Background: an optimization exercise with open tools, aiming at small area, a short achievable clock period and few clock cycles per item. Do not read the settings as production practice.
The RTL was checked by simulation tests, not by an equivalence proof against the original design.

[design/flow/config.mk]
export PLATFORM = sky130hd
export DESIGN_NAME = keyExpansionTop
export DESIGN_NICKNAME = keyExpansionTop
export VERILOG_FILES = /design/flow/design.v
export SDC_FILE = /design/flow/constraint.sdc
export NUM_CORES = 4
export LEC_CHECK = 0
export ABC_AREA = 1
export CAP_MARGIN = 20
export CORE_AREA = 2 2 458 458
export DIE_AREA = 0 0 460 460
export SLEW_MARGIN = 20
[design/flow/constraint.sdc]
create_clock -name core_clock -period 10.0 [get_ports {clock}]
set_input_delay 2.0000 -clock core_clock [delete_from_list [all_inputs] [get_ports {clock}]]
set_output_delay 2.0000 -clock core_clock [all_outputs]
set_load 0.01 [all_outputs]
[design/flow/design.v]
package aesKeyPkg;
	typedef logic [31:0] word32;  
	typedef logic [127:0] aesKey128;  
	typedef logic [1407:0] expandedKey;  
	typedef logic [3:0] roundIndex;
	typedef logic [7:0] rconByte;
	localparam roundIndex numRounds = 4'd10;
	localparam int numWords = 14;
endpackage
`timescale 1ns/1ps
module sboxLookup(input [31:0] inWord, output [31:0] outWord);
  localparam [2047:0] SBOX = {
		128'h637c777bf26b6fc53001672bfed7ab76, 128'hca82c97dfa5947f0add4a2af9ca472c0,
		128'hb7fd9326363ff7cc34a5e5f171d83115, 128'h04c723c31896059a071280e2eb27b275,
		128'h09832c1a1b6e5aa0523bd6b329e32f84, 128'h53d100ed20fcb15b6acbbe394a4c58cf,
		128'hd0efaafb434d338545f9027f503c9fa8, 128'h51a3408f929d38f5bcb6da2110fff3d2,
		128'hcd0c13ec5f974417c4a77e3d645d1973, 128'h60814fdc222a908846eeb814de5e0bdb,
		128'he0323a0a4906245cc2d3ac629195e479, 128'he7c8376d8dd54ea96c56f4ea657aae08,
		128'hba78252e1ca6b4c6e8dd741f4bbd8b8a, 128'h703eb5664803f60e613557b986c11d9e,
		128'he1f8981169d98e949b1e87e9ce5528df, 128'h8ca1890dbfe6426841992d0fb054bb16};
  genvar b;
  generate for (b=0;b<4;b=b+1) begin : g
    wire [7:0] x = inWord[8*b +: 8];
    assign outWord[8*b +: 8] = SBOX[2047 - 8*x -: 8];
  end endgenerate
endmodule
`timescale 1ns/1ps
module keyLoader (
	input logic [3:0][31:0] words,  
	input logic [2:0] step,
	input aesKeyPkg::rconByte rconOdd,
	input aesKeyPkg::rconByte rconEven,
	output aesKeyPkg::word32 prevOdd,  
	output aesKeyPkg::word32 prevEven  
);
	aesKeyPkg::word32 fixOdd, fixEven;
	always_comb
	begin
		fixOdd = '0;
		fixEven = '0;
		case (step)
			3'd1:
			begin
				fixOdd = words[0] ^ words[1] ^ words[2];  
				fixEven = words[0];  
			end
			3'd2:
			begin
				fixOdd = words[2];  
			end
			default:
			begin
			end
		endcase
	end
	assign prevOdd = words[3] ^ fixOdd ^ {rconOdd, 24'h000000};
	assign prevEven = words[2] ^ fixEven ^ {rconEven, 24'h000000};
endmodule
`timescale 1ns/1ps
module roundKeyGenerator (
	input logic clock,
	input logic reset,
	input logic start,
	output logic shift,  
	output logic [2:0] step,  
	output aesKeyPkg::rconByte rconOdd,  
	output aesKeyPkg::rconByte rconEven,  
	output logic done
);
	logic running;
	logic [2:0] count;
	always_ff @(posedge clock)
	begin
		if (reset)
		begin
			running <= 1'b0;
			done <= 1'b0;
		end
		else if (start)
		begin
			running <= 1'b1;
			done <= 1'b0;
		end
		else if (running && count == 3'd5)
		begin
			running <= 1'b0;
			done <= 1'b1;
		end
	end
	always_ff @(posedge clock)
	begin
		if (start)
			count <= 3'd1;
		else if (running)
			count <= count + 3'd1;
	end
	always_comb
	begin
		case (count)
			3'd1: {rconOdd, rconEven} = 16'h0102;
			3'd2: {rconOdd, rconEven} = 16'h0408;
			3'd3: {rconOdd, rconEven} = 16'h1020;
			3'd4: {rconOdd, rconEven} = 16'h4080;
			3'd5: {rconOdd, rconEven} = 16'h1b36;
			default: {rconOdd, rconEven} = 16'h0000;
		endcase
	end
	assign shift = running;
	assign step = count;
endmodule
`timescale 1ns/1ps
module keyScheduleStore (
	input logic clock,
	input logic start,
	input logic shift,
	input logic [3:0][31:0] loadWords,
	input aesKeyPkg::word32 nextOdd,  
	input aesKeyPkg::word32 nextEven,  
	output logic [13:0][31:0] words
);
	always_ff @(posedge clock)
	begin
		if (start)
			words[3:0] <= loadWords;
		else if (shift)
			words[3:0] <= {words[1:0], nextOdd, nextEven};
	end
	always_ff @(posedge clock)
	begin
		if (shift)
			words[13:4] <= words[11:2];
	end
endmodule
`timescale 1ns/1ps
module keyExpansionTop (
	input logic clock,
	input logic reset,
	input logic start,
	input aesKeyPkg::aesKey128 cipherKey,
	output aesKeyPkg::expandedKey keyExp,
	output logic keyExpDone
);
	logic [13:0][31:0] words;  
	aesKeyPkg::word32 subOdd, subEven;
	aesKeyPkg::word32 prevOdd, prevEven;
	aesKeyPkg::word32 nextOdd, nextEven;
	aesKeyPkg::rconByte rconOdd, rconEven;
	logic [2:0] step;
	logic shift;
	roundKeyGenerator control (
		.clock(clock),
		.reset(reset),
		.start(start),
		.shift(shift),
		.step(step),
		.rconOdd(rconOdd),
		.rconEven(rconEven),
		.done(keyExpDone)
	);
	keyLoader tap (
		.words(words[3:0]),
		.step(step),
		.rconOdd(rconOdd),
		.rconEven(rconEven),
		.prevOdd(prevOdd),
		.prevEven(prevEven)
	);
	sboxLookup sboxOdd (
		.inWord({words[0][23:0], words[0][31:24]}),
		.outWord(subOdd)
	);
	assign nextOdd = prevOdd ^ subOdd;
	sboxLookup sboxEven (
		.inWord({nextOdd[23:0], nextOdd[31:24]}),
		.outWord(subEven)
	);
	assign nextEven = prevEven ^ subEven;
	keyScheduleStore store (
		.clock(clock),
		.start(start),
		.shift(shift),
		.loadWords(cipherKey),  
		.nextOdd(nextOdd),
		.nextEven(nextEven),
		.words(words)
	);
	aesKeyPkg::word32 a [0:10];
	aesKeyPkg::word32 b [0:10];
	aesKeyPkg::word32 c [0:10];
	aesKeyPkg::word32 d [0:10];
	assign d[0] = words[10];
	assign c[0] = words[11];
	assign b[0] = words[12];
	assign a[0] = words[13];
	assign d[1] = words[9];
	assign c[1] = d[1] ^ d[0];
	assign b[1] = c[1] ^ c[0];
	assign a[1] = c[1] ^ (b[0] ^ c[0]);
	for (genvar r = 2; r <= 10; r++)
	begin : g_round
		assign d[r] = words[10 - r];
		assign c[r] = d[r] ^ d[r - 1];
		assign b[r] = d[r] ^ d[r - 2];
		assign a[r] = c[r] ^ c[r - 2];
	end
	for (genvar r = 0; r <= 10; r++)
	begin : g_out
		assign keyExp[1407 - 128 * r -: 128] = {a[r], b[r], c[r], d[r]};
	end
endmodule
[design/flow/flow/run.sh]
#!/bin/bash
# The standard layout, with the smallest buffer on every input and output
# port instead of the one buffer_ports picks by default, and gate sizing
# free to change a cell's footprint.
set -euo pipefail
bash standard.sh "BUFFER_PORTS_ARGS=-buffer_cell sky130_fd_sc_hd__buf_1" MATCH_CELL_FOOTPRINT=0 SETUP_SLACK_MARGIN=5.8 "IO_CONSTRAINTS=$(pwd)/flow/pins.tcl" "PLACE_PINS_ARGS=-min_distance 1 -min_distance_in_tracks" finish > standard_flow.log 2>&1
[design/flow/flow/pins.tcl]
# generated by gen/mkpins.py: one edge region per bit slice
set_io_pin_constraint -region bottom:6.00-62.00 -pin_names [list {keyExp[1376]} {keyExp[1344]} {keyExp[1312]} {keyExp[1280]} {keyExp[1248]} {keyExp[1216]} {keyExp[1184]} {keyExp[1152]} {keyExp[1120]} {keyExp[1088]} {keyExp[1056]} {keyExp[1024]} {keyExp[992]} {keyExp[960]} {keyExp[928]} {keyExp[896]} {keyExp[864]} {keyExp[832]} {keyExp[800]} {keyExp[768]} {keyExp[736]} {keyExp[704]} {keyExp[672]} {keyExp[640]} {keyExp[608]} {keyExp[576]} {keyExp[544]} {keyExp[512]} {keyExp[480]} {keyExp[448]} {keyExp[416]} {keyExp[384]} {keyExp[352]} {keyExp[320]} {keyExp[288]} {keyExp[256]} {keyExp[224]} {keyExp[192]} {keyExp[160]} {keyExp[128]} {keyExp[96]} {keyExp[64]} {keyExp[32]} {keyExp[0]} {cipherKey[96]} {cipherKey[64]} {cipherKey[32]} {cipherKey[0]}]
set_io_pin_constraint -region bottom:62.00-118.00 -pin_names [list {keyExp[1377]} {keyExp[1345]} {keyExp[1313]} {keyExp[1281]} {keyExp[1249]} {keyExp[1217]} {keyExp[1185]} {keyExp[1153]} {keyExp[1121]} {keyExp[1089]} {keyExp[1057]} {keyExp[1025]} {keyExp[993]} {keyExp[961]} {keyExp[929]} {keyExp[897]} {keyExp[865]} {keyExp[833]} {keyExp[801]} {keyExp[769]} {keyExp[737]} {keyExp[705]} {keyExp[673]} {keyExp[641]} {keyExp[609]} {keyExp[577]} {keyExp[545]} {keyExp[513]} {keyExp[481]} {keyExp[449]} {keyExp[417]} {keyExp[385]} {keyExp[353]} {keyExp[321]} {keyExp[289]} {keyExp[257]} {keyExp[225]} {keyExp[193]} {keyExp[161]} {keyExp[129]} {keyExp[97]} {keyExp[65]} {keyExp[33]} {keyExp[1]} {cipherKey[97]} {cipherKey[65]} {cipherKey[33]} {cipherKey[1]}]
set_io_pin_constraint -region bottom:118.00-174.00 -pin_names [list {keyExp[1378]} {keyExp[1346]} {keyExp[1314]} {keyExp[1282]} {keyExp[1250]} {keyExp[1218]} {keyExp[1186]} {keyExp[1154]} {keyExp[1122]} {keyExp[1090]} {keyExp[1058]} {keyExp[1026]} {keyExp[994]} {keyExp[962]} {keyExp[930]} {keyExp[898]} {keyExp[866]} {keyExp[834]} {keyExp[802]} {keyExp[770]} {keyExp[738]} {keyExp[706]} {keyExp[674]} {keyExp[642]} {keyExp[610]} {keyExp[578]} {keyExp[546]} {keyExp[514]} {keyExp[482]} {keyExp[450]} {keyExp[418]} {keyExp[386]} {keyExp[354]} {keyExp[322]} {keyExp[290]} {keyExp[258]} {keyExp[226]} {keyExp[194]} {keyExp[162]} {keyExp[130]} {keyExp[98]} {keyExp[66]} {keyExp[34]} {keyExp[2]} {cipherKey[98]} {cipherKey[66]} {cipherKey[34]} {cipherKey[2]}]
set_io_pin_constraint -region bottom:174.00-230.00 -pin_names [list {keyExp[1379]} {keyExp[1347]} {keyExp[1315]} {keyExp[1283]} {keyExp[1251]} {keyExp[1219]} {keyExp[1187]} {keyExp[1155]} {keyExp[1123]} {keyExp[1091]} {keyExp[1059]} {keyExp[1027]} {keyExp[995]} {keyExp[963]} {keyExp[931]} {keyExp[899]} {keyExp[867]} {keyExp[835]} {keyExp[803]} {keyExp[771]} {keyExp[739]} {keyExp[707]} {keyExp[675]} {keyExp[643]} {keyExp[611]} {keyExp[579]} {keyExp[547]} {keyExp[515]} {keyExp[483]} {keyExp[451]} {keyExp[419]} {keyExp[387]} {keyExp[355]} {keyExp[323]} {keyExp[291]} {keyExp[259]} {keyExp[227]} {keyExp[195]} {keyExp[163]} {keyExp[131]} {keyExp[99]} {keyExp[67]} {keyExp[35]} {keyExp[3]} {cipherKey[99]} {cipherKey[67]} {cipherKey[35]} {cipherKey[3]}]
set_io_pin_constraint -region bottom:230.00-286.00 -pin_names [list {keyExp[1380]} {keyExp[1348]} {keyExp[1316]} {keyExp[1284]} {keyExp[1252]} {keyExp[1220]} {keyExp[1188]} {keyExp[1156]} {keyExp[1124]} {keyExp[1092]} {keyExp[1060]} {keyExp[1028]} {keyExp[996]} {keyExp[964]} {keyExp[932]} {keyExp[900]} {keyExp[868]} {keyExp[836]} {keyExp[804]} {keyExp[772]} {keyExp[740]} {keyExp[708]} {keyExp[676]} {keyExp[644]} {keyExp[612]} {keyExp[580]} {keyExp[548]} {keyExp[516]} {keyExp[484]} {keyExp[452]} {keyExp[420]} {keyExp[388]} {keyExp[356]} {keyExp[324]} {keyExp[292]} {keyExp[260]} {keyExp[228]} {keyExp[196]} {keyExp[164]} {keyExp[132]} {keyExp[100]} {keyExp[68]} {keyExp[36]} {keyExp[4]} {cipherKey[100]} {cipherKey[68]} {cipherKey[36]} {cipherKey[4]}]
set_io_pin_constraint -region bottom:286.00-342.00 -pin_names [list {keyExp[1381]} {keyExp[1349]} {keyExp[1317]} {keyExp[1285]} {keyExp[1253]} {keyExp[1221]} {keyExp[1189]} {keyExp[1157]} {keyExp[1125]} {keyExp[1093]} {keyExp[1061]} {keyExp[1029]} {keyExp[997]} {keyExp[965]} {keyExp[933]} {keyExp[901]} {keyExp[869]} {keyExp[837]} {keyExp[805]} {keyExp[773]} {keyExp[741]} {keyExp[709]} {keyExp[677]} {keyExp[645]} {keyExp[613]} {keyExp[581]} {keyExp[549]} {keyExp[517]} {keyExp[485]} {keyExp[453]} {keyExp[421]} {keyExp[389]} {keyExp[357]} {keyExp[325]} {keyExp[293]} {keyExp[261]} {keyExp[229]} {keyExp[197]} {keyExp[165]} {keyExp[133]} {keyExp[101]} {keyExp[69]} {keyExp[37]} {keyExp[5]} {cipherKey[101]} {cipherKey[69]} {cipherKey[37]} {cipherKey[5]}]
set_io_pin_constraint -region bottom:342.00-398.00 -pin_names [list {keyExp[1382]} {keyExp[1350]} {keyExp[1318]} {keyExp[1286]} {keyExp[1254]} {keyExp[1222]} {keyExp[1190]} {keyExp[1158]} {keyExp[1126]} {keyExp[1094]} {keyExp[1062]} {keyExp[1030]} {keyExp[998]} {keyExp[966]} {keyExp[934]} {keyExp[902]} {keyExp[870]} {keyExp[838]} {keyExp[806]} {keyExp[774]} {keyExp[742]} {keyExp[710]} {keyExp[678]} {keyExp[646]} {keyExp[614]} {keyExp[582]} {keyExp[550]} {keyExp[518]} {keyExp[486]} {keyExp[454]} {keyExp[422]} {keyExp[390]} {keyExp[358]} {keyExp[326]} {keyExp[294]} {keyExp[262]} {keyExp[230]} {keyExp[198]} {keyExp[166]} {keyExp[134]} {keyExp[102]} {keyExp[70]} {keyExp[38]} {keyExp[6]} {cipherKey[102]} {cipherKey[70]} {cipherKey[38]} {cipherKey[6]}]
set_io_pin_constraint -region bottom:398.00-454.00 -pin_names [list {keyExp[1383]} {keyExp[1351]} {keyExp[1319]} {keyExp[1287]} {keyExp[1255]} {keyExp[1223]} {keyExp[1191]} {keyExp[1159]} {keyExp[1127]} {keyExp[1095]} {keyExp[1063]} {keyExp[1031]} {keyExp[999]} {keyExp[967]} {keyExp[935]} {keyExp[903]} {keyExp[871]} {keyExp[839]} {keyExp[807]} {keyExp[775]} {keyExp[743]} {keyExp[711]} {keyExp[679]} {keyExp[647]} {keyExp[615]} {keyExp[583]} {keyExp[551]} {keyExp[519]} {keyExp[487]} {keyExp[455]} {keyExp[423]} {keyExp[391]} {keyExp[359]} {keyExp[327]} {keyExp[295]} {keyExp[263]} {keyExp[231]} {keyExp[199]} {keyExp[167]} {keyExp[135]} {keyExp[103]} {keyExp[71]} {keyExp[39]} {keyExp[7]} {cipherKey[103]} {cipherKey[71]} {cipherKey[39]} {cipherKey[7]}]
set_io_pin_constraint -region right:6.00-62.00 -pin_names [list {keyExp[1384]} {keyExp[1352]} {keyExp[1320]} {keyExp[1288]} {keyExp[1256]} {keyExp[1224]} {keyExp[1192]} {keyExp[1160]} {keyExp[1128]} {keyExp[1096]} {keyExp[1064]} {keyExp[1032]} {keyExp[1000]} {keyExp[968]} {keyExp[936]} {keyExp[904]} {keyExp[872]} {keyExp[840]} {keyExp[808]} {keyExp[776]} {keyExp[744]} {keyExp[712]} {keyExp[680]} {keyExp[648]} {keyExp[616]} {keyExp[584]} {keyExp[552]} {keyExp[520]} {keyExp[488]} {keyExp[456]} {keyExp[424]} {keyExp[392]} {keyExp[360]} {keyExp[328]} {keyExp[296]} {keyExp[264]} {keyExp[232]} {keyExp[200]} {keyExp[168]} {keyExp[136]} {keyExp[104]} {keyExp[72]} {keyExp[40]} {keyExp[8]} {cipherKey[104]} {cipherKey[72]} {cipherKey[40]} {cipherKey[8]}]
set_io_pin_constraint -region right:62.00-118.00 -pin_names [list {keyExp[1385]} {keyExp[1353]} {keyExp[1321]} {keyExp[1289]} {keyExp[1257]} {keyExp[1225]} {keyExp[1193]} {keyExp[1161]} {keyExp[1129]} {keyExp[1097]} {keyExp[1065]} {keyExp[1033]} {keyExp[1001]} {keyExp[969]} {keyExp[937]} {keyExp[905]} {keyExp[873]} {keyExp[841]} {keyExp[809]} {keyExp[777]} {keyExp[745]} {keyExp[713]} {keyExp[681]} {keyExp[649]} {keyExp[617]} {keyExp[585]} {keyExp[553]} {keyExp[521]} {keyExp[489]} {keyExp[457]} {keyExp[425]} {keyExp[393]} {keyExp[361]} {keyExp[329]} {keyExp[297]} {keyExp[265]} {keyExp[233]} {keyExp[201]} {keyExp[169]} {keyExp[137]} {keyExp[105]} {keyExp[73]} {keyExp[41]} {keyExp[9]} {cipherKey[105]} {cipherKey[73]} {cipherKey[41]} {cipherKey[9]}]
set_io_pin_constraint -region right:118.00-174.00 -pin_names [list {keyExp[1386]} {keyExp[1354]} {keyExp[1322]} {keyExp[1290]} {keyExp[1258]} {keyExp[1226]} {keyExp[1194]} {keyExp[1162]} {keyExp[1130]} {keyExp[1098]} {keyExp[1066]} {keyExp[1034]} {keyExp[1002]} {keyExp[970]} {keyExp[938]} {keyExp[906]} {keyExp[874]} {keyExp[842]} {keyExp[810]} {keyExp[778]} {keyExp[746]} {keyExp[714]} {keyExp[682]} {keyExp[650]} {keyExp[618]} {keyExp[586]} {keyExp[554]} {keyExp[522]} {keyExp[490]} {keyExp[458]} {keyExp[426]} {keyExp[394]} {keyExp[362]} {keyExp[330]} {keyExp[298]} {keyExp[266]} {keyExp[234]} {keyExp[202]} {keyExp[170]} {keyExp[138]} {keyExp[106]} {keyExp[74]} {keyExp[42]} {keyExp[10]} {cipherKey[106]} {cipherKey[74]} {cipherKey[42]} {cipherKey[10]}]
set_io_pin_constraint -region right:174.00-230.00 -pin_names [list {keyExp[1387]} {keyExp[1355]} {keyExp[1323]} {keyExp[1291]} {keyExp[1259]} {keyExp[1227]} {keyExp[1195]} {keyExp[1163]} {keyExp[1131]} {keyExp[1099]} {keyExp[1067]} {keyExp[1035]} {keyExp[1003]} {keyExp[971]} {keyExp[939]} {keyExp[907]} {keyExp[875]} {keyExp[843]} {keyExp[811]} {keyExp[779]} {keyExp[747]} {keyExp[715]} {keyExp[683]} {keyExp[651]} {keyExp[619]} {keyExp[587]} {keyExp[555]} {keyExp[523]} {keyExp[491]} {keyExp[459]} {keyExp[427]} {keyExp[395]} {keyExp[363]} {keyExp[331]} {keyExp[299]} {keyExp[267]} {keyExp[235]} {keyExp[203]} {keyExp[171]} {keyExp[139]} {keyExp[107]} {keyExp[75]} {keyExp[43]} {keyExp[11]} {cipherKey[107]} {cipherKey[75]} {cipherKey[43]} {cipherKey[11]}]
set_io_pin_constraint -region right:230.00-286.00 -pin_names [list {keyExp[1388]} {keyExp[1356]} {keyExp[1324]} {keyExp[1292]} {keyExp[1260]} {keyExp[1228]} {keyExp[1196]} {keyExp[1164]} {keyExp[1132]} {keyExp[1100]} {keyExp[1068]} {keyExp[1036]} {keyExp[1004]} {keyExp[972]} {keyExp[940]} {keyExp[908]} {keyExp[876]} {keyExp[844]} {keyExp[812]} {keyExp[780]} {keyExp[748]} {keyExp[716]} {keyExp[684]} {keyExp[652]} {keyExp[620]} {keyExp[588]} {keyExp[556]} {keyExp[524]} {keyExp[492]} {keyExp[460]} {keyExp[428]} {keyExp[396]} {keyExp[364]} {keyExp[332]} {keyExp[300]} {keyExp[268]} {keyExp[236]} {keyExp[204]} {keyExp[172]} {keyExp[140]} {keyExp[108]} {keyExp[76]} {keyExp[44]} {keyExp[12]} {cipherKey[108]} {cipherKey[76]} {cipherKey[44]} {cipherKey[12]}]
set_io_pin_constraint -region right:286.00-342.00 -pin_names [list {keyExp[1389]} {keyExp[1357]} {keyExp[1325]} {keyExp[1293]} {keyExp[1261]} {keyExp[1229]} {keyExp[1197]} {keyExp[1165]} {keyExp[1133]} {keyExp[1101]} {keyExp[1069]} {keyExp[1037]} {keyExp[1005]} {keyExp[973]} {keyExp[941]} {keyExp[909]} {keyExp[877]} {keyExp[845]} {keyExp[813]} {keyExp[781]} {keyExp[749]} {keyExp[717]} {keyExp[685]} {keyExp[653]} {keyExp[621]} {keyExp[589]} {keyExp[557]} {keyExp[525]} {keyExp[493]} {keyExp[461]} {keyExp[429]} {keyExp[397]} {keyExp[365]} {keyExp[333]} {keyExp[301]} {keyExp[269]} {keyExp[237]} {keyExp[205]} {keyExp[173]} {keyExp[141]} {keyExp[109]} {keyExp[77]} {keyExp[45]} {keyExp[13]} {cipherKey[109]} {cipherKey[77]} {cipherKey[45]} {cipherKey[13]}]
set_io_pin_constraint -region right:342.00-398.00 -pin_names [list {keyExp[1390]} {keyExp[1358]} {keyExp[1326]} {keyExp[1294]} {keyExp[1262]} {keyExp[1230]} {keyExp[1198]} {keyExp[1166]} {keyExp[1134]} {keyExp[1102]} {keyExp[1070]} {keyExp[1038]} {keyExp[1006]} {keyExp[974]} {keyExp[942]} {keyExp[910]} {keyExp[878]} {keyExp[846]} {keyExp[814]} {keyExp[782]} {keyExp[750]} {keyExp[718]} {keyExp[686]} {keyExp[654]} {keyExp[622]} {keyExp[590]} {keyExp[558]} {keyExp[526]} {keyExp[494]} {keyExp[462]} {keyExp[430]} {keyExp[398]} {keyExp[366]} {keyExp[334]} {keyExp[302]} {keyExp[270]} {keyExp[238]} {keyExp[206]} {keyExp[174]} {keyExp[142]} {keyExp[110]} {keyExp[78]} {keyExp[46]} {keyExp[14]} {cipherKey[110]} {cipherKey[78]} {cipherKey[46]} {cipherKey[14]}]
set_io_pin_constraint -region right:398.00-454.00 -pin_names [list {keyExp[1391]} {keyExp[1359]} {keyExp[1327]} {keyExp[1295]} {keyExp[1263]} {keyExp[1231]} {keyExp[1199]} {keyExp[1167]} {keyExp[1135]} {keyExp[1103]} {keyExp[1071]} {keyExp[1039]} {keyExp[1007]} {keyExp[975]} {keyExp[943]} {keyExp[911]} {keyExp[879]} {keyExp[847]} {keyExp[815]} {keyExp[783]} {keyExp[751]} {keyExp[719]} {keyExp[687]} {keyExp[655]} {keyExp[623]} {keyExp[591]} {keyExp[559]} {keyExp[527]} {keyExp[495]} {keyExp[463]} {keyExp[431]} {keyExp[399]} {keyExp[367]} {keyExp[335]} {keyExp[303]} {keyExp[271]} {keyExp[239]} {keyExp[207]} {keyExp[175]} {keyExp[143]} {keyExp[111]} {keyExp[79]} {keyExp[47]} {keyExp[15]} {cipherKey[111]} {cipherKey[79]} {cipherKey[47]} {cipherKey[15]}]
set_io_pin_constraint -region top:398.00-454.00 -pin_names [list {keyExp[1392]} {keyExp[1360]} {keyExp[1328]} {keyExp[1296]} {keyExp[1264]} {keyExp[1232]} {keyExp[1200]} {keyExp[1168]} {keyExp[1136]} {keyExp[1104]} {keyExp[1072]} {keyExp[1040]} {keyExp[1008]} {keyExp[976]} {keyExp[944]} {keyExp[912]} {keyExp[880]} {keyExp[848]} {keyExp[816]} {keyExp[784]} {keyExp[752]} {keyExp[720]} {keyExp[688]} {keyExp[656]} {keyExp[624]} {keyExp[592]} {keyExp[560]} {keyExp[528]} {keyExp[496]} {keyExp[464]} {keyExp[432]} {keyExp[400]} {keyExp[368]} {keyExp[336]} {keyExp[304]} {keyExp[272]} {keyExp[240]} {keyExp[208]} {keyExp[176]} {keyExp[144]} {keyExp[112]} {keyExp[80]} {keyExp[48]} {keyExp[16]} {cipherKey[112]} {cipherKey[80]} {cipherKey[48]} {cipherKey[16]}]
set_io_pin_constraint -region top:342.00-398.00 -pin_names [list {keyExp[1393]} {keyExp[1361]} {keyExp[1329]} {keyExp[1297]} {keyExp[1265]} {keyExp[1233]} {keyExp[1201]} {keyExp[1169]} {keyExp[1137]} {keyExp[1105]} {keyExp[1073]} {keyExp[1041]} {keyExp[1009]} {keyExp[977]} {keyExp[945]} {keyExp[913]} {keyExp[881]} {keyExp[849]} {keyExp[817]} {keyExp[785]} {keyExp[753]} {keyExp[721]} {keyExp[689]} {keyExp[657]} {keyExp[625]} {keyExp[593]} {keyExp[561]} {keyExp[529]} {keyExp[497]} {keyExp[465]} {keyExp[433]} {keyExp[401]} {keyExp[369]} {keyExp[337]} {keyExp[305]} {keyExp[273]} {keyExp[241]} {keyExp[209]} {keyExp[177]} {keyExp[145]} {keyExp[113]} {keyExp[81]} {keyExp[49]} {keyExp[17]} {cipherKey[113]} {cipherKey[81]} {cipherKey[49]} {cipherKey[17]}]
set_io_pin_constraint -region top:286.00-342.00 -pin_names [list {keyExp[1394]} {keyExp[1362]} {keyExp[1330]} {keyExp[1298]} {keyExp[1266]} {keyExp[1234]} {keyExp[1202]} {keyExp[1170]} {keyExp[1138]} {keyExp[1106]} {keyExp[1074]} {keyExp[1042]} {keyExp[1010]} {keyExp[978]} {keyExp[946]} {keyExp[914]} {keyExp[882]} {keyExp[850]} {keyExp[818]} {keyExp[786]} {keyExp[754]} {keyExp[722]} {keyExp[690]} {keyExp[658]} {keyExp[626]} {keyExp[594]} {keyExp[562]} {keyExp[530]} {keyExp[498]} {keyExp[466]} {keyExp[434]} {keyExp[402]} {keyExp[370]} {keyExp[338]} {keyExp[306]} {keyExp[274]} {keyExp[242]} {keyExp[210]} {keyExp[178]} {keyExp[146]} {keyExp[114]} {keyExp[82]} {keyExp[50]} {keyExp[18]} {cipherKey[114]} {cipherKey[82]} {cipherKey[50]} {cipherKey[18]}]
set_io_pin_constraint -region top:230.00-286.00 -pin_names [list {keyExp[1395]} {keyExp[1363]} {keyExp[1331]} {keyExp[1299]} {keyExp[1267]} {keyExp[1235]} {keyExp[1203]} {keyExp[1171]} {keyExp[1139]} {keyExp[1107]} {keyExp[1075]} {keyExp[1043]} {keyExp[1011]} {keyExp[979]} {keyExp[947]} {keyExp[915]} {keyExp[883]} {keyExp[851]} {keyExp[819]} {keyExp[787]} {keyExp[755]} {keyExp[723]} {keyExp[691]} {keyExp[659]} {keyExp[627]} {keyExp[595]} {keyExp[563]} {keyExp[531]} {keyExp[499]} {keyExp[467]} {keyExp[435]} {keyExp[403]} {keyExp[371]} {keyExp[339]} {keyExp[307]} {keyExp[275]} {keyExp[243]} {keyExp[211]} {keyExp[179]} {keyExp[147]} {keyExp[115]} {keyExp[83]} {keyExp[51]} {keyExp[19]} {cipherKey[115]} {cipherKey[83]} {cipherKey[51]} {cipherKey[19]}]
set_io_pin_constraint -region top:174.00-230.00 -pin_names [list {keyExp[1396]} {keyExp[1364]} {keyExp[1332]} {keyExp[1300]} {keyExp[1268]} {keyExp[1236]} {keyExp[1204]} {keyExp[1172]} {keyExp[1140]} {keyExp[1108]} {keyExp[1076]} {keyExp[1044]} {keyExp[1012]} {keyExp[980]} {keyExp[948]} {keyExp[916]} {keyExp[884]} {keyExp[852]} {keyExp[820]} {keyExp[788]} {keyExp[756]} {keyExp[724]} {keyExp[692]} {keyExp[660]} {keyExp[628]} {keyExp[596]} {keyExp[564]} {keyExp[532]} {keyExp[500]} {keyExp[468]} {keyExp[436]} {keyExp[404]} {keyExp[372]} {keyExp[340]} {keyExp[308]} {keyExp[276]} {keyExp[244]} {keyExp[212]} {keyExp[180]} {keyExp[148]} {keyExp[116]} {keyExp[84]} {keyExp[52]} {keyExp[20]} {cipherKey[116]} {cipherKey[84]} {cipherKey[52]} {cipherKey[20]}]
set_io_pin_constraint -region top:118.00-174.00 -pin_names [list {keyExp[1397]} {keyExp[1365]} {keyExp[1333]} {keyExp[1301]} {keyExp[1269]} {keyExp[1237]} {keyExp[1205]} {keyExp[1173]} {keyExp[1141]} {keyExp[1109]} {keyExp[1077]} {keyExp[1045]} {keyExp[1013]} {keyExp[981]} {keyExp[949]} {keyExp[917]} {keyExp[885]} {keyExp[853]} {keyExp[821]} {keyExp[789]} {keyExp[757]} {keyExp[725]} {keyExp[693]} {keyExp[661]} {keyExp[629]} {keyExp[597]} {keyExp[565]} {keyExp[533]} {keyExp[501]} {keyExp[469]} {keyExp[437]} {keyExp[405]} {keyExp[373]} {keyExp[341]} {keyExp[309]} {keyExp[277]} {keyExp[245]} {keyExp[213]} {keyExp[181]} {keyExp[149]} {keyExp[117]} {keyExp[85]} {keyExp[53]} {keyExp[21]} {cipherKey[117]} {cipherKey[85]} {cipherKey[53]} {cipherKey[21]}]
set_io_pin_constraint -region top:62.00-118.00 -pin_names [list {keyExp[1398]} {keyExp[1366]} {keyExp[1334]} {keyExp[1302]} {keyExp[1270]} {keyExp[1238]} {keyExp[1206]} {keyExp[1174]} {keyExp[1142]} {keyExp[1110]} {keyExp[1078]} {keyExp[1046]} {keyExp[1014]} {keyExp[982]} {keyExp[950]} {keyExp[918]} {keyExp[886]} {keyExp[854]} {keyExp[822]} {keyExp[790]} {keyExp[758]} {keyExp[726]} {keyExp[694]} {keyExp[662]} {keyExp[630]} {keyExp[598]} {keyExp[566]} {keyExp[534]} {keyExp[502]} {keyExp[470]} {keyExp[438]} {keyExp[406]} {keyExp[374]} {keyExp[342]} {keyExp[310]} {keyExp[278]} {keyExp[246]} {keyExp[214]} {keyExp[182]} {keyExp[150]} {keyExp[118]} {keyExp[86]} {keyExp[54]} {keyExp[22]} {cipherKey[118]} {cipherKey[86]} {cipherKey[54]} {cipherKey[22]}]
set_io_pin_constraint -region top:6.00-62.00 -pin_names [list {keyExp[1399]} {keyExp[1367]} {keyExp[1335]} {keyExp[1303]} {keyExp[1271]} {keyExp[1239]} {keyExp[1207]} {keyExp[1175]} {keyExp[1143]} {keyExp[1111]} {keyExp[1079]} {keyExp[1047]} {keyExp[1015]} {keyExp[983]} {keyExp[951]} {keyExp[919]} {keyExp[887]} {keyExp[855]} {keyExp[823]} {keyExp[791]} {keyExp[759]} {keyExp[727]} {keyExp[695]} {keyExp[663]} {keyExp[631]} {keyExp[599]} {keyExp[567]} {keyExp[535]} {keyExp[503]} {keyExp[471]} {keyExp[439]} {keyExp[407]} {keyExp[375]} {keyExp[343]} {keyExp[311]} {keyExp[279]} {keyExp[247]} {keyExp[215]} {keyExp[183]} {keyExp[151]} {keyExp[119]} {keyExp[87]} {keyExp[55]} {keyExp[23]} {cipherKey[119]} {cipherKey[87]} {cipherKey[55]} {cipherKey[23]}]
set_io_pin_constraint -region left:398.00-454.00 -pin_names [list {keyExp[1400]} {keyExp[1368]} {keyExp[1336]} {keyExp[1304]} {keyExp[1272]} {keyExp[1240]} {keyExp[1208]} {keyExp[1176]} {keyExp[1144]} {keyExp[1112]} {keyExp[1080]} {keyExp[1048]} {keyExp[1016]} {keyExp[984]} {keyExp[952]} {keyExp[920]} {keyExp[888]} {keyExp[856]} {keyExp[824]} {keyExp[792]} {keyExp[760]} {keyExp[728]} {keyExp[696]} {keyExp[664]} {keyExp[632]} {keyExp[600]} {keyExp[568]} {keyExp[536]} {keyExp[504]} {keyExp[472]} {keyExp[440]} {keyExp[408]} {keyExp[376]} {keyExp[344]} {keyExp[312]} {keyExp[280]} {keyExp[248]} {keyExp[216]} {keyExp[184]} {keyExp[152]} {keyExp[120]} {keyExp[88]} {keyExp[56]} {keyExp[24]} {cipherKey[120]} {cipherKey[88]} {cipherKey[56]} {cipherKey[24]}]
set_io_pin_constraint -region left:342.00-398.00 -pin_names [list {keyExp[1401]} {keyExp[1369]} {keyExp[1337]} {keyExp[1305]} {keyExp[1273]} {keyExp[1241]} {keyExp[1209]} {keyExp[1177]} {keyExp[1145]} {keyExp[1113]} {keyExp[1081]} {keyExp[1049]} {keyExp[1017]} {keyExp[985]} {keyExp[953]} {keyExp[921]} {keyExp[889]} {keyExp[857]} {keyExp[825]} {keyExp[793]} {keyExp[761]} {keyExp[729]} {keyExp[697]} {keyExp[665]} {keyExp[633]} {keyExp[601]} {keyExp[569]} {keyExp[537]} {keyExp[505]} {keyExp[473]} {keyExp[441]} {keyExp[409]} {keyExp[377]} {keyExp[345]} {keyExp[313]} {keyExp[281]} {keyExp[249]} {keyExp[217]} {keyExp[185]} {keyExp[153]} {keyExp[121]} {keyExp[89]} {keyExp[57]} {keyExp[25]} {cipherKey[121]} {cipherKey[89]} {cipherKey[57]} {cipherKey[25]}]
set_io_pin_constraint -region left:286.00-342.00 -pin_names [list {keyExp[1402]} {keyExp[1370]} {keyExp[1338]} {keyExp[1306]} {keyExp[1274]} {keyExp[1242]} {keyExp[1210]} {keyExp[1178]} {keyExp[1146]} {keyExp[1114]} {keyExp[1082]} {keyExp[1050]} {keyExp[1018]} {keyExp[986]} {keyExp[954]} {keyExp[922]} {keyExp[890]} {keyExp[858]} {keyExp[826]} {keyExp[794]} {keyExp[762]} {keyExp[730]} {keyExp[698]} {keyExp[666]} {keyExp[634]} {keyExp[602]} {keyExp[570]} {keyExp[538]} {keyExp[506]} {keyExp[474]} {keyExp[442]} {keyExp[410]} {keyExp[378]} {keyExp[346]} {keyExp[314]} {keyExp[282]} {keyExp[250]} {keyExp[218]} {keyExp[186]} {keyExp[154]} {keyExp[122]} {keyExp[90]} {keyExp[58]} {keyExp[26]} {cipherKey[122]} {cipherKey[90]} {cipherKey[58]} {cipherKey[26]}]
set_io_pin_constraint -region left:230.00-286.00 -pin_names [list {keyExp[1403]} {keyExp[1371]} {keyExp[1339]} {keyExp[1307]} {keyExp[1275]} {keyExp[1243]} {keyExp[1211]} {keyExp[1179]} {keyExp[1147]} {keyExp[1115]} {keyExp[1083]} {keyExp[1051]} {keyExp[1019]} {keyExp[987]} {keyExp[955]} {keyExp[923]} {keyExp[891]} {keyExp[859]} {keyExp[827]} {keyExp[795]} {keyExp[763]} {keyExp[731]} {keyExp[699]} {keyExp[667]} {keyExp[635]} {keyExp[603]} {keyExp[571]} {keyExp[539]} {keyExp[507]} {keyExp[475]} {keyExp[443]} {keyExp[411]} {keyExp[379]} {keyExp[347]} {keyExp[315]} {keyExp[283]} {keyExp[251]} {keyExp[219]} {keyExp[187]} {keyExp[155]} {keyExp[123]} {keyExp[91]} {keyExp[59]} {keyExp[27]} {cipherKey[123]} {cipherKey[91]} {cipherKey[59]} {cipherKey[27]}]
set_io_pin_constraint -region left:174.00-230.00 -pin_names [list {keyExp[1404]} {keyExp[1372]} {keyExp[1340]} {keyExp[1308]} {keyExp[1276]} {keyExp[1244]} {keyExp[1212]} {keyExp[1180]} {keyExp[1148]} {keyExp[1116]} {keyExp[1084]} {keyExp[1052]} {keyExp[1020]} {keyExp[988]} {keyExp[956]} {keyExp[924]} {keyExp[892]} {keyExp[860]} {keyExp[828]} {keyExp[796]} {keyExp[764]} {keyExp[732]} {keyExp[700]} {keyExp[668]} {keyExp[636]} {keyExp[604]} {keyExp[572]} {keyExp[540]} {keyExp[508]} {keyExp[476]} {keyExp[444]} {keyExp[412]} {keyExp[380]} {keyExp[348]} {keyExp[316]} {keyExp[284]} {keyExp[252]} {keyExp[220]} {keyExp[188]} {keyExp[156]} {keyExp[124]} {keyExp[92]} {keyExp[60]} {keyExp[28]} {cipherKey[124]} {cipherKey[92]} {cipherKey[60]} {cipherKey[28]}]
set_io_pin_constraint -region left:118.00-174.00 -pin_names [list {keyExp[1405]} {keyExp[1373]} {keyExp[1341]} {keyExp[1309]} {keyExp[1277]} {keyExp[1245]} {keyExp[1213]} {keyExp[1181]} {keyExp[1149]} {keyExp[1117]} {keyExp[1085]} {keyExp[1053]} {keyExp[1021]} {keyExp[989]} {keyExp[957]} {keyExp[925]} {keyExp[893]} {keyExp[861]} {keyExp[829]} {keyExp[797]} {keyExp[765]} {keyExp[733]} {keyExp[701]} {keyExp[669]} {keyExp[637]} {keyExp[605]} {keyExp[573]} {keyExp[541]} {keyExp[509]} {keyExp[477]} {keyExp[445]} {keyExp[413]} {keyExp[381]} {keyExp[349]} {keyExp[317]} {keyExp[285]} {keyExp[253]} {keyExp[221]} {keyExp[189]} {keyExp[157]} {keyExp[125]} {keyExp[93]} {keyExp[61]} {keyExp[29]} {cipherKey[125]} {cipherKey[93]} {cipherKey[61]} {cipherKey[29]}]
set_io_pin_constraint -region left:62.00-118.00 -pin_names [list {keyExp[1406]} {keyExp[1374]} {keyExp[1342]} {keyExp[1310]} {keyExp[1278]} {keyExp[1246]} {keyExp[1214]} {keyExp[1182]} {keyExp[1150]} {keyExp[1118]} {keyExp[1086]} {keyExp[1054]} {keyExp[1022]} {keyExp[990]} {keyExp[958]} {keyExp[926]} {keyExp[894]} {keyExp[862]} {keyExp[830]} {keyExp[798]} {keyExp[766]} {keyExp[734]} {keyExp[702]} {keyExp[670]} {keyExp[638]} {keyExp[606]} {keyExp[574]} {keyExp[542]} {keyExp[510]} {keyExp[478]} {keyExp[446]} {keyExp[414]} {keyExp[382]} {keyExp[350]} {keyExp[318]} {keyExp[286]} {keyExp[254]} {keyExp[222]} {keyExp[190]} {keyExp[158]} {keyExp[126]} {keyExp[94]} {keyExp[62]} {keyExp[30]} {cipherKey[126]} {cipherKey[94]} {cipherKey[62]} {cipherKey[30]}]
set_io_pin_constraint -region left:6.00-62.00 -pin_names [list {keyExp[1407]} {keyExp[1375]} {keyExp[1343]} {keyExp[1311]} {keyExp[1279]} {keyExp[1247]} {keyExp[1215]} {keyExp[1183]} {keyExp[1151]} {keyExp[1119]} {keyExp[1087]} {keyExp[1055]} {keyExp[1023]} {keyExp[991]} {keyExp[959]} {keyExp[927]} {keyExp[895]} {keyExp[863]} {keyExp[831]} {keyExp[799]} {keyExp[767]} {keyExp[735]} {keyExp[703]} {keyExp[671]} {keyExp[639]} {keyExp[607]} {keyExp[575]} {keyExp[543]} {keyExp[511]} {keyExp[479]} {keyExp[447]} {keyExp[415]} {keyExp[383]} {keyExp[351]} {keyExp[319]} {keyExp[287]} {keyExp[255]} {keyExp[223]} {keyExp[191]} {keyExp[159]} {keyExp[127]} {keyExp[95]} {keyExp[63]} {keyExp[31]} {cipherKey[127]} {cipherKey[95]} {cipherKey[63]} {cipherKey[31]}]
[design/flow/standard.sh]
#!/bin/bash
# synth_recipe.tcl (not shown) runs the flow's synth.tcl, then flattens the netlist and writes it again
# the make line also repeats each setting of config.mk as NAME=value (left out here)
make -C /OpenROAD-flow-scripts/flow DESIGN_CONFIG=/design/flow/config.mk WORK_HOME=/design/flow/orfs CLKGATE_MAP_FILE= SYNTH_SCRIPT=/design/flow/synth_recipe.tcl "${@:-finish}"
==> notes.md, run 1 <==
Final layout:
- The net count of the finished layout is 9088.
- The growth of design area from synthesis to finish is 35.5%.
- Leaving out filler cells and counting taps, the final layout contains 11600.
- The post-route netlist has 14.8% of its cells at a drive strength greater than 1.
- The filler cells instantiated in the layout total 22300.
- The final standard cell utilization of the core is 32.8%.

Placed design:
- Input and output buffers added on the ports amount to 1539.
- The number of placed instances, taps included, is 11100.
- The global placement routability congestion is 1.05.
- The wire-length estimate of the detail-placed layout is 190 mm.

Detailed routing:
- Across all layers, the routed design uses 62300 vias.
- The via count normalized by instance count is 5.37.
- In this run the remaining antenna-violating nets after routing total 0.
- Wires add up to 279 mm.
- The routed wirelength normalized by instance count is 24.0 µm.
- After detailed routing, the number of remaining DRC violations is 0.
- The number of violations reported at the end of detailed-routing iteration 0 is 8872.
- The first TritonRoute pass finished after 8 iterations.

Synthesis:
- The area share of the largest cell type after synthesis is 26.8%.
- Of all cell types, the one taking the most synthesized area is sky130_fd_sc_hd__edfxtp_1.
- The net count of the mapped netlist is 7514.
- The mapped cell area is 50100 µm².
- After synthesis the netlist holds a flip-flop and latch count of 453.
- A synthesized cell averages 6.90 µm².
- Counting distinct cell types in the post-synthesis netlist gives 51.
- The cell count after synthesis came out at 7267.
- The number of warnings reported in the yosys synthesis log is 8.
- Of all flip-flops after synthesis, the portion carrying an async set or reset was 0%.
- In the synthesized netlist the dominant register cell turns out to be sky130_fd_sc_hd__edfxtp_1.
- The count of flip-flops with a built-in enable after synthesis is 448.
- After synthesis, the cell types taking the most area are sky130_fd_sc_hd__edfxtp_1, sky130_fd_sc_hd__nand3_1, sky130_fd_sc_hd__xor2_1, sky130_fd_sc_hd__nand2_1, sky130_fd_sc_hd__ha_1.
- For this run, the register share of the synthesized area comes to 27.0%.

Worst setup path:
- In this run the critical register-to-register path is launched from store.words[16].
- Of all nets on the critical path, the largest fanout is 10.
- The endpoint kind of the worst setup timing path is a flop.
- The arrival time at the worst endpoint is 4.63 ns.
- For this design, the slowest cell found on the critical path is sky130_fd_sc_hd__ha_4.
- The largest incremental delay on the critical path is 0.47 ns.
- The cell that appears most often on the critical path is sky130_fd_sc_hd__nand2_1.
- The worst reg2reg path depth is 27.
- The worst setup path is launched from a flop.
- The endpoint of the worst setup timing path is store.words[5].
- The kind of cell adding the most delay to the critical path is simple AND/OR/NAND/NOR gates.
- The depth of the critical timing path with buffers and inverters included is 27.
- The worst setup path startpoint is store.words[16].
- The capture instance of the worst register-to-register path is store.words[5].
- The number of buffer and inverter stages on the critical path is 5.
- The reg-to-reg setup timing slack is 5.82 ns.
- STA puts the critical path data required time at 10.45 ns.
- The type of the setup path with the least slack is flop to flop.

GRT:
- The via count of the first global-routing pass is 55300.
- The overall track demand over capacity in global routing is 23.7%.
- The first global-routing pass estimated 382 mm of wire.
- The total global routing overflow is 0.
- The largest net degree at the start of global routing is 79.
- The number of antenna violations at the first check in global routing is 16.

Floorplanning:
- The initial utilization of the core area, before any placement, comes to 24.2%.
- The number of top-level pins is 1540.
- The horizontal extent of the die is 460 µm.
- The core region is 207000 µm².
- The die footprint is 212000 µm².
- Measured along the y axis, the die boundary spans 460 µm.
- The floorplan has 167 rows.

Status:
- The flow ran to the end and the layout has no timing, DRC or antenna violations.

CTS:
- The clock input transition at the sequential cells of the worst setup and hold paths is 0.06 ns.
- The number of buffers inserted for hold repair after clock tree synthesis is 0.
- TritonCTS created 60 clock buffers.
- The TritonCTS clock tree is done.
- The clock latency reported for the late side of the worst-skew pair is 0.70 ns.
- CTS placed an instance of sky130_fd_sc_hd__clkbuf_16 at the clock tree root.
- The clock tree synthesis step divided the H-tree into 2 levels.
- The number of buffers on the longest clock path is 3.
- Clock tree synthesis found a total of 453 sinks.

Timing:
- The worst path needs 4.18 ns of the cycle, external delays included.
- Measured against its own limit, the worst slew margin works out to 31.4%.
- Based on the critical path, the design can be clocked at up to 0.240 GHz.
- The final worst clock skew is 0.0288 ns.
- After routing, the total negative slack on setup checks comes to 0 ns.
- The number of pins with negative max-slew slack in the final report is 0.
- Setup repair after global routing could not meet its margin everywhere.
- In the finished design, the share of the clock period the worst path needs comes to 41.8%.
- The final-report hold violation count came to 0.
- The transition time at the pin with the least slew margin is 1.02 ns.
- Setup violations remaining at the end of the flow were counted as 0.

Run:
- Max-cap violations in this run came to 0.

Worst hold path:
- The classification of the worst-slack hold path is flop to flop.
## synthesized netlist by cell type (6+ instances only)
| cell type | n |
|---|---|
| sky130_fd_sc_hd__or2_2 | 6 |
| sky130_fd_sc_hd__nand2_2 | 83 |
| sky130_fd_sc_hd__inv_2 | 37 |
| sky130_fd_sc_hd__nand3_1 | 1837 |
| sky130_fd_sc_hd__or2_1 | 6 |
| sky130_fd_sc_hd__o21a_1 | 10 |
| sky130_fd_sc_hd__a21oi_2 | 7 |
| sky130_fd_sc_hd__o211ai_1 | 87 |
| sky130_fd_sc_hd__nand4_1 | 19 |
| sky130_fd_sc_hd__nor2_2 | 10 |
| sky130_fd_sc_hd__buf_4 | 84 |
| sky130_fd_sc_hd__o21ai_0 | 207 |
| sky130_fd_sc_hd__nand3b_1 | 15 |
| sky130_fd_sc_hd__o21ai_1 | 40 |
| sky130_fd_sc_hd__buf_6 | 25 |
| sky130_fd_sc_hd__nand2_1 | 1970 |
| sky130_fd_sc_hd__o22ai_1 | 25 |
| sky130_fd_sc_hd__buf_2 | 194 |
| sky130_fd_sc_hd__ha_1 | 116 |
| sky130_fd_sc_hd__xnor2_1 | 49 |
| sky130_fd_sc_hd__edfxtp_1 | 448 |
| sky130_fd_sc_hd__inv_1 | 293 |
| sky130_fd_sc_hd__o31ai_1 | 13 |
| sky130_fd_sc_hd__clkinv_1 | 11 |
| sky130_fd_sc_hd__clkbuf_1 | 145 |
| sky130_fd_sc_hd__nor2_1 | 263 |
| sky130_fd_sc_hd__xor2_1 | 988 |
| sky130_fd_sc_hd__buf_1 | 27 |
| sky130_fd_sc_hd__xor2_2 | 7 |
| sky130_fd_sc_hd__a31oi_1 | 20 |
| sky130_fd_sc_hd__a21oi_1 | 177 |
## metrics by stage
step | hold WS [ns] | cell area [µm²] | setup slack [ns]
global placement | 0.490 | 57500 | 3.67
finish | 0.518 | 67900 | 5.82
floorplan | 0.472 | 50100 | 5.72
detailed placement | 0.502 | 57500 | 3.72
global route | 0.564 | 67900 | 5.71
CTS | 0.522 | 63300 | 5.75
## repair_timing
action | CTS | global route
endpoints found under the setup margin | 117 | 91
buffers inserted | 128 | 190
cloned | 18 | 28
pin swaps | 31 | 96
resized for setup | 618 | 568
## kinds of logic (layout without fill, tap and decap cells)
kind of cell	after synthesis	in the layout	synth area share (%)
DFF	453	453	27.0
other	0	9	0
AOI/OAI and AO/OA	610	610	6.99
buffers and inverters	820	2425	7.65
adders and majority gates	116	116	2.90
xor gates and xnor gates	1044	1044	18.3
and+or+nand+nor	4224	4240	37.1
## placed cells by master, fill, tap and decap left out, types with 43 or more instances in the layout
cell type                      n
sky130_fd_sc_hd__nand2_4      98
sky130_fd_sc_hd__o211ai_1     87
sky130_fd_sc_hd__a21oi_1     164
sky130_fd_sc_hd__buf_1      1538
sky130_fd_sc_hd__xor2_2       47
sky130_fd_sc_hd__nor2_1      210
sky130_fd_sc_hd__o21ai_0     192
sky130_fd_sc_hd__nand3_4      58
sky130_fd_sc_hd__nand3_2     121
sky130_fd_sc_hd__inv_2        51
sky130_fd_sc_hd__clkbuf_16    87
sky130_fd_sc_hd__ha_1         65
sky130_fd_sc_hd__nand2_1    1780
sky130_fd_sc_hd__buf_4       320
sky130_fd_sc_hd__o21ai_1      43
sky130_fd_sc_hd__nand3_1    1663
sky130_fd_sc_hd__buf_12       49
sky130_fd_sc_hd__nand2_2     151
sky130_fd_sc_hd__inv_1       248
sky130_fd_sc_hd__nand2_8      43
sky130_fd_sc_hd__xor2_1      936
sky130_fd_sc_hd__edfxtp_1    448
## area by class of cell
| class | count | area [µm²] | share of cell area [%] |
|---|---|---|---|
| Inverter | 344 | 1540 | 2.26 |
| Timing Repair Buffer | 1968 | 10300 | 15.2 |
| Tap cell | 2704 | 3380 | 4.98 |
| Clock buffer | 68 | 1550 | 2.29 |
| Multi-Input combinational cell | 6010 | 37200 | 54.8 |
| Clock inverter | 41 | 345 | 0.508 |
| Antenna cell | 9 | 22.5 | 0.0331 |
| Timing Repair inverter | 4 | 31.3 | 0.0460 |
| Sequential cell | 453 | 13600 | 20.0 |
## registers in the layout, summed over array words and instances, names as in the netlist
signal	cells
control.running	1
control.count	3
control.done	1
store.words	448
## worst min-delay path: cells and delay by family (launching register included)
family	cells	cell delay [ns]
flip-flops	1	0.33
AO/OA/AOI/OAI	1	0.08
AND/OR/NAND/NOR	1	0.08
## worst min-delay path by stage
stage | startpoint | slack (ns) | to | depth (start not counted)
final | control.done | 0.52 | control.done | 2
after global routing | store.words[363] | 0.56 | store.words[427] | 0
after CTS | control.done | 0.52 | control.done | 2
after detailed placement | control.count[0] | 0.50 | control.count[0] | 1
after global placement | control.count[0] | 0.49 | control.count[0] | 1
after floorplan | control.count[0] | 0.47 | control.count[0] | 1
## per-layer routing
metal  global-route usage, %  vias to the layer above  wire [µm]
met3                    5.53                      932      32200
met1                    31.6                    29000     111000
met5                       0                        -         93
met4                    11.3                       14      16200
met2                    36.0                     4768     119000
li1                        -                    27600          -
Testbench counts, summed over its fixed seeds: cycles 4,800, keys 800.
==> run 2, diff against run 1 <==
==> design/flow/flow/run.sh (replaced) <==
#!/bin/bash
# The standard layout, with the smallest buffer on every input and output
# port instead of the one buffer_ports picks by default, and gate sizing
# free to change a cell's footprint.
set -euo pipefail
bash standard.sh "BUFFER_PORTS_ARGS=-buffer_cell sky130_fd_sc_hd__buf_1" MATCH_CELL_FOOTPRINT=0 SETUP_SLACK_MARGIN=5.0 "IO_CONSTRAINTS=$(pwd)/flow/pins.tcl" "PLACE_PINS_ARGS=-min_distance 1 -min_distance_in_tracks" finish > standard_flow.log 2>&1
==> notes.md, run 2 <==
Timing:
- The transition time at the pin with the least slew margin is 0.944 ns.
- The tightest slew margin relative to the limit is 37.1%.
- The accumulated negative setup slack is 0 ns.
- The final-report hold violation count is 0.
- The final critical path time including I/O delays and setup is 4.84 ns.
- For this run, the top clock speed supported by timing is 0.207 GHz.
- After layout, the worst path uses 48.4% of the clock period.
- The final count of negative-setup-slack endpoints is 0.
- On the final layout, the worst clock skew is 0.0387 ns.
- Setup repair after global routing left no endpoint under its margin.
- Final hold analysis gives a worst-case slack of 0.516 ns.
- The number of pins with negative max-slew slack in the final report is 0.

Placed design:
- Once detailed placement completed, the half-perimeter wirelength came to 185 mm.
- Routability-driven placement finished with a final weighted congestion of 1.06.
- During placement, the flow inserted port buffers numbering 1539.

Detailed routing:
- The via count normalized by instance count is 5.29.
- The routed wirelength normalized by instance count is 22.7 µm.
- The antenna violation net count after detailed routing is 0.
- The final layout contains routed wiring with a total length of 256 mm.
- The met2 wire length is 110 mm.
- The routed length on met3 is 28.8 mm.
- After detailed routing, the number of remaining DRC violations is 0.
- The top routing layer in use is met5.
- The detailed router finished its first iteration with 8562 violations.
- The routed via count is 59600.
- The first detailed-routing pass ran for 9 iterations.
- In the final routing, the length of wire on met1 measures 104 mm.

Synthesis:
- During synthesis, Yosys emitted a total of 8 warnings.
- Synthesis instantiated 51 different standard cells from the library.
- Summing the sequential cell areas from Yosys gives 27.0% of the chip area.
- Sorting the synthesized cells by how often they occur yields sky130_fd_sc_hd__nand2_1, sky130_fd_sc_hd__nand3_1, sky130_fd_sc_hd__xor2_1, sky130_fd_sc_hd__edfxtp_1, sky130_fd_sc_hd__inv_1.
- The count of flip-flops with a built-in enable after synthesis is 448.
- The cell count after synthesis is 7267.
- The post-synthesis register bit count is 453.
- The share of synthesized area in the top cell type comes to 26.8%.
- The cell area that synthesis handed to floorplanning was 50100 µm².
- The async set-or-reset flop fraction in the synthesized netlist is 0%.
- The dominant cell by count in the synthesized netlist is sky130_fd_sc_hd__nand2_1.
- A synthesized cell averages 6.90 µm².
- The top cell type by total area after synthesis is sky130_fd_sc_hd__edfxtp_1.
- Sorting the synthesized cells by area gives the leading types as sky130_fd_sc_hd__edfxtp_1, sky130_fd_sc_hd__nand3_1, sky130_fd_sc_hd__xor2_1, sky130_fd_sc_hd__nand2_1, sky130_fd_sc_hd__ha_1.
- In the synthesized netlist the dominant register cell turns out to be sky130_fd_sc_hd__edfxtp_1.
- Counting every net in the synthesized netlist gives 7514.

CTS:
- The clock root buffer is sky130_fd_sc_hd__clkbuf_16.
- The clock latency reported for the late side of the worst-skew pair is 0.71 ns.
- The TritonCTS clock tree is done.
- The clock input transition at the sequential cells of the worst setup and hold paths is 0.07 ns.
- Counting along the longest clock path gives a buffer depth of 3.
- The clock sink count is 453.
- The H-tree level count is 2.
- Buffers inserted during clock tree synthesis total 59.

Floorplanning:
- During I/O placement, the number of pins put on the boundary was 1540.
- The die boundary height is 460 µm.
- Once the floorplan was initialized, standard cells occupied 24.2% of the core.
- The core outline area is 207000 µm².
- The horizontal extent of the die is 460 µm.
- The die covers 212000 µm².
- Row generation in the floorplan step produced 167 rows.

Final layout:
- The growth of design area from synthesis to finish is 20.4%.
- The library cell used most frequently in the layout, excluding fill and tap cells, is sky130_fd_sc_hd__nand2_1.
- For this run, the post-layout net count is 8752.
- The number of fill cells is 22900.
- Leaving out fill and tap cells, the most frequent cells in the layout are sky130_fd_sc_hd__nand2_1, sky130_fd_sc_hd__nand3_1, sky130_fd_sc_hd__buf_1.
- The most flop-heavy register is store.words.
- Cells with a size suffix above 1 make up 5.47% of the layout.
- Cells fill 29.2% of the core in the end.
- The largest registers in the layout are store.words x448, control.count x3.
- The register with the most flip-flops in the layout has 448 of them.

Worst setup path:
- Counting cells, the worst reg-to-reg path comes to 27.
- In this run the worst path has a maximum fanout of 13.
- The critical path runs through a total of 27 cells.
- The number of buffer and inverter stages on the critical path is 4.
- Among all stages on the critical path, the largest delay is contributed by sky130_fd_sc_hd__ha_1.
- At the worst endpoint, the required time is 10.47 ns.
- Among cell families on the critical path, the largest total delay comes from simple AND/OR/NAND/NOR gates.
- The endpoint kind of the worst setup timing path is a flop.
- The capture instance of the worst register-to-register path is store.words[19].
- Data arrives at the worst endpoint at 5.31 ns.
- In this run the worst setup path terminates at store.words[19].
- The worst setup path startpoint is store.words[0].
- Across all register-to-register paths, the minimum setup slack is 5.16 ns.
- The startpoint identified for the worst register-to-register timing path is store.words[0].
- The largest incremental delay on the critical path is 0.42 ns.
- The nature of the critical path startpoint is a flop.
- The type of the setup path with the least slack is flop to flop.

Worst hold path:
- The classification of the worst-slack hold path is flop to flop.

GRT:
- Entering global routing, the biggest net connects 94 pins.
- The via count of the first global-routing pass is 53900.
- The first global-routing pass estimated 363 mm of wire.
- The total global routing overflow is 0.
- The number of antenna violations at the first check in global routing is 19.
- The overall track demand over capacity in global routing is 22.5%.

Status:
- The flow ran to the end and the layout has no timing, DRC or antenna violations.

Run:
- The total of max-cap violations is 0.
## run 2: cell counts after synthesis
Identical to the previous run, type by type.
## run 2: metal layers
layer  global-route usage, %  vias up
met4                    10.0       10
met3                    5.22      688
li1                        -    26900
met2                    34.6     4406
met1                    29.8    27700
met5                       0        -
## run 2: cell families after synthesis
logic type	synth area share, %
DFF	27.0
AOI/OAI and AO/OA	6.99
xor gates and xnor gates	18.3
and+or+nand+nor	37.1
buffers and inverters	7.65
adders and majority gates	2.90
## run 2: final cells by class
class                           count  area (µm²)  area share [%]
Multi-Input combinational cell   5995       33300            55.2
Tap cell                         2704        3380            5.61
Timing Repair Buffer             1651        6810            11.3
Inverter                          344        1360            2.25
Clock inverter                     37         298           0.493
Timing Repair inverter              1        7.51          0.0124
Antenna cell                        9        22.5          0.0373
Sequential cell                   453       13600            22.5
Clock buffer                       73        1570            2.60
## run 2: timing repair
action / 4_1_cts / 5_1_grt
hold buffers: 0 / 0
pin swaps: 0 / 1
cloned: 0 / 2
resized for setup: 68 / 126
endpoints found under the setup margin: 33 / 32
setup buffers: 13 / 13
## run 2: worst min-delay path by stage
stage               cells after the start                to  slack (ns)             start
floorplan                               1  control.count[0]        0.47  control.count[0]
CTS                                     1  control.count[0]        0.52  control.count[0]
global placement                        1  control.count[0]        0.49  control.count[0]
detailed placement                      1  control.count[0]        0.50  control.count[0]
finish                                  1  control.count[0]        0.52  control.count[0]
global route                            1  control.count[0]        0.55  control.count[0]
## run 2: per-stage QoR
step                      std cells  instance area [µm²]  worst slack (ns)
after floorplan                7267                50100              5.51
after global placement        11100                57500              3.89
after detailed placement      11100                57500              3.86
after CTS                     11200                59700              5.00
after global routing          11300                60300              4.99
final                         11300                60300              5.16
==> run 3, diff against run 2 <==
==> design/flow/flow/run.sh (replaced) <==
#!/bin/bash
# The standard layout, with the smallest buffer on every input and output
# port instead of the one buffer_ports picks by default, and gate sizing
# free to change a cell's footprint.
set -euo pipefail
bash standard.sh "BUFFER_PORTS_ARGS=-buffer_cell sky130_fd_sc_hd__buf_1" MATCH_CELL_FOOTPRINT=0 SETUP_SLACK_MARGIN=5.4 "IO_CONSTRAINTS=$(pwd)/flow/pins.tcl" "PLACE_PINS_ARGS=-min_distance 1 -min_distance_in_tracks" finish > standard_flow.log 2>&1
--- a/design/flow/config.mk
+++ b/design/flow/config.mk
@@ -9,4 +9,5 @@
 export CAP_MARGIN = 20
 export CORE_AREA = 2 2 458 458
 export DIE_AREA = 0 0 460 460
+export PLACE_DENSITY = 0.75
 export SLEW_MARGIN = 20
==> notes.md, run 3 <==
Floorplanning:
- The horizontal extent of the die is 460 µm.
- The die boundary height is 460 µm.
- The number of top-level pins is 1540.
- The number of rows created at floorplan is 167.
- The die footprint is 212000 µm².

Final layout:
- Leaving out fill and tap cells, the most frequent cell in the layout is sky130_fd_sc_hd__nand2_1.
- The number of nets in the finished design is 8797.
- After filler insertion, the fill cell instance count of the layout stands at 22600.
- The count of placed standard cells in the final layout, fillers left out is 11300.
- The largest registers in the layout are store.words x448, control.count x3.
- Cells fill 30.0% of the core in the end.
- The number of flip-flops in the largest register is 448.

CTS:
- The clock latency reported for the late side of the worst-skew pair is 0.72 ns.
- Buffers inserted to repair hold after CTS numbered 0.
- The H-tree level count is 2.
- The tree is rooted in a sky130_fd_sc_hd__clkbuf_16.
- The clock input transition at the sequential cells of the worst setup and hold paths is 0.06 ns.
- The number of buffers created by CTS is 60.

Worst setup path:
- The critical path crosses 4 cells after its start point.
- STA classifies the critical path startpoint as a flop.
- The kind of cell adding the most delay to the critical path is XOR/XNOR gates.
- The maximum net fanout on the critical path is 41.
- On the critical path, the stage with the largest delay is an instance of sky130_fd_sc_hd__xor2_1.
- The endpoint identified for the worst register-to-register timing path is store.words[22].
- The worst flop-to-flop path startpoint is store.words[0].
- The critical path contains buffers and inverters numbering 2 combined.
- Among the stages of the critical path, the cell type that occurs most often is sky130_fd_sc_hd__xor2_1.

Worst hold path:
- The beginning of the worst hold path is control.count[0].
- The tightest min-delay check is of the flop to flop type.

Synthesis:
- The cell count after synthesis is 7267.
- In the synthesized netlist the async set-or-reset flop fraction comes to 0%.
- The synthesized design devotes to its leading area cell type 26.8% of total area.
- The post-synthesis register bit count is 453.
- The most used flip-flop cell after synthesis is sky130_fd_sc_hd__edfxtp_1.
- The top cell type by total area after synthesis is sky130_fd_sc_hd__edfxtp_1.
- The number of distinct library cell variants in the gate-level netlist after synthesis is 51.
- The commonest cells after synthesis are sky130_fd_sc_hd__nand2_1, sky130_fd_sc_hd__nand3_1, sky130_fd_sc_hd__xor2_1, sky130_fd_sc_hd__edfxtp_1, sky130_fd_sc_hd__inv_1.

Placed design:
- The post-place instance area is 57500 µm².

Timing:
- The final-report hold violation count is 0.
- Timing would allow up to 0.221 GHz.
- The accumulated negative setup slack is 0 ns.
- The final critical path time including I/O delays and setup is 4.53 ns.
- Measured against its own limit, the worst slew margin works out to 18.4%.

Detailed routing:
- The antenna violation net count after detailed routing is 0.
- Dividing the detail-routed via count by the number of cells gives 5.34.

GRT:
- The total global routing overflow is 0.
- For this run, the total global-route usage over all layers was measured as 22.8%.

Status:
- The run finished with no timing, DRC or antenna violations.
==> run 3: worst max path at each step <==
| stage | to | startpoint | slack (ns) |
|---|---|---|---|
| 6_report | keyExp[101] | store.words[5] | 5.47 |
| 2_1_floorplan | store.words[0] | control.running | 5.51 |
| 3_3_place_gp | store.words[25] | control.count[0] | 4.07 |
| 3_5_place_dp | store.words[25] | store.words[9] | 4.11 |
| 5_1_grt | store.words[12] | store.words[24] | 5.36 |
| 4_1_cts | store.words[25] | store.words[8] | 5.35 |
==> run 3: cell type report <==
cell class	instances	area [µm²]	share of cell area, %
repair buffers	1689	7390	11.9
clock inverters	43	377	0.607
flip-flops and latches	453	13600	21.8
repair inverters	1	7.51	0.0121
inverters	344	1430	2.31
clock buffers	69	1560	2.51
multi-input cells	6001	34300	55.3
diodes	6	15.0	0.0242
well taps	2704	3380	5.45
==> run 3: timing repair <==
item / 4_1_cts / 5_1_grt
cloned: 2 / 12
setup buffers: 28 / 26
gates resized for setup: 224 / 261
endpoints found under the setup margin: 42 / 44
pin swaps: 4 / 19
endpoints found under the hold margin: 0 / 0
==> run 3: cells by family (layout without fill, tap and decap cells) <==
group	count (synthesis)	after routing	share of synthesized area, %
other	0	6	0
DFF	453	453	27.0
adders and majority gates	116	116	2.90
xor gates and xnor gates	1044	1044	18.3
AOI/OAI and AO/OA	610	610	6.99
buffers and inverters	820	2146	7.65
and+or+nand+nor	4224	4231	37.1
==> run 3: per-layer routing <==
metal	part of all wire, %	up-vias	routed length [µm]	track usage (%)
li1	-	27000	-	-
met1	41	28200	109000	30.8
met2	43	4471	113000	35.0
met3	11	813	27800	4.23
met4	5.2	4	13800	10.6
met5	0.0091	-	24	0
==> run 3: worst reg2reg max path: stages (launching register included) <==
cell	delay (ns)
sky130_fd_sc_hd__edfxtp_1	0.42
sky130_fd_sc_hd__buf_6	0.20
sky130_fd_sc_hd__inv_6	0.16
sky130_fd_sc_hd__ha_2	0.29
sky130_fd_sc_hd__inv_1	0.08
sky130_fd_sc_hd__nand2_2	0.16
sky130_fd_sc_hd__inv_1	0.08
sky130_fd_sc_hd__o211ai_1	0.29
sky130_fd_sc_hd__nand3_1	0.11
sky130_fd_sc_hd__nand2_1	0.15
sky130_fd_sc_hd__nand3_1	0.15
sky130_fd_sc_hd__nand3_1	0.22
sky130_fd_sc_hd__nand2_8	0.18
sky130_fd_sc_hd__ha_2	0.31
sky130_fd_sc_hd__nor2_1	0.16
sky130_fd_sc_hd__nand2_1	0.13
sky130_fd_sc_hd__nand2_1	0.10
sky130_fd_sc_hd__nand2_1	0.16
sky130_fd_sc_hd__nand3_1	0.12
sky130_fd_sc_hd__nand3_1	0.17
sky130_fd_sc_hd__nand3_1	0.12
sky130_fd_sc_hd__nand3_1	0.14
sky130_fd_sc_hd__nand2_1	0.10
sky130_fd_sc_hd__nand2_1	0.05
sky130_fd_sc_hd__nand3_1	0.09
sky130_fd_sc_hd__nand2_1	0.07

## separate check: timing with driven ports
Ports are ideal in the flow. The routed layouts listed here were re-timed in OpenROAD. Step 1 sets driving cells, clkbuf_16 on the clock port and buf_2 on the other inputs (assumed; they add their load-dependent delay and slew). Step 2 also shifts input and output timing later by t, the mid clock arrival at the registers, as if the neighbouring blocks saw the same clock. a / b / c = ideal / step 1 / step 2; a / b = the first two.
run	t, ns	slack for setup (ns)	hold WS [ns]	worst setup path after step 2	worst slew at a driven data input, ns
run 1	0.768	5.825 / 5.794 / 5.460	0.518 / 0.518 / 0.518	input to register	0.21
run 2	0.771	5.163 / 5.163 / 5.021	0.516 / 0.516 / 0.516	input to register	0.14
run 3	0.770	5.475 / 5.408 / 4.900	0.521 / 0.521 / 0.521	input to register	0.12
After both steps setup and hold are still met in every run listed. For run 3, which loses most, drivers alone change the setup slack by -0.067 ns; drivers and shift together by -0.575 ns.
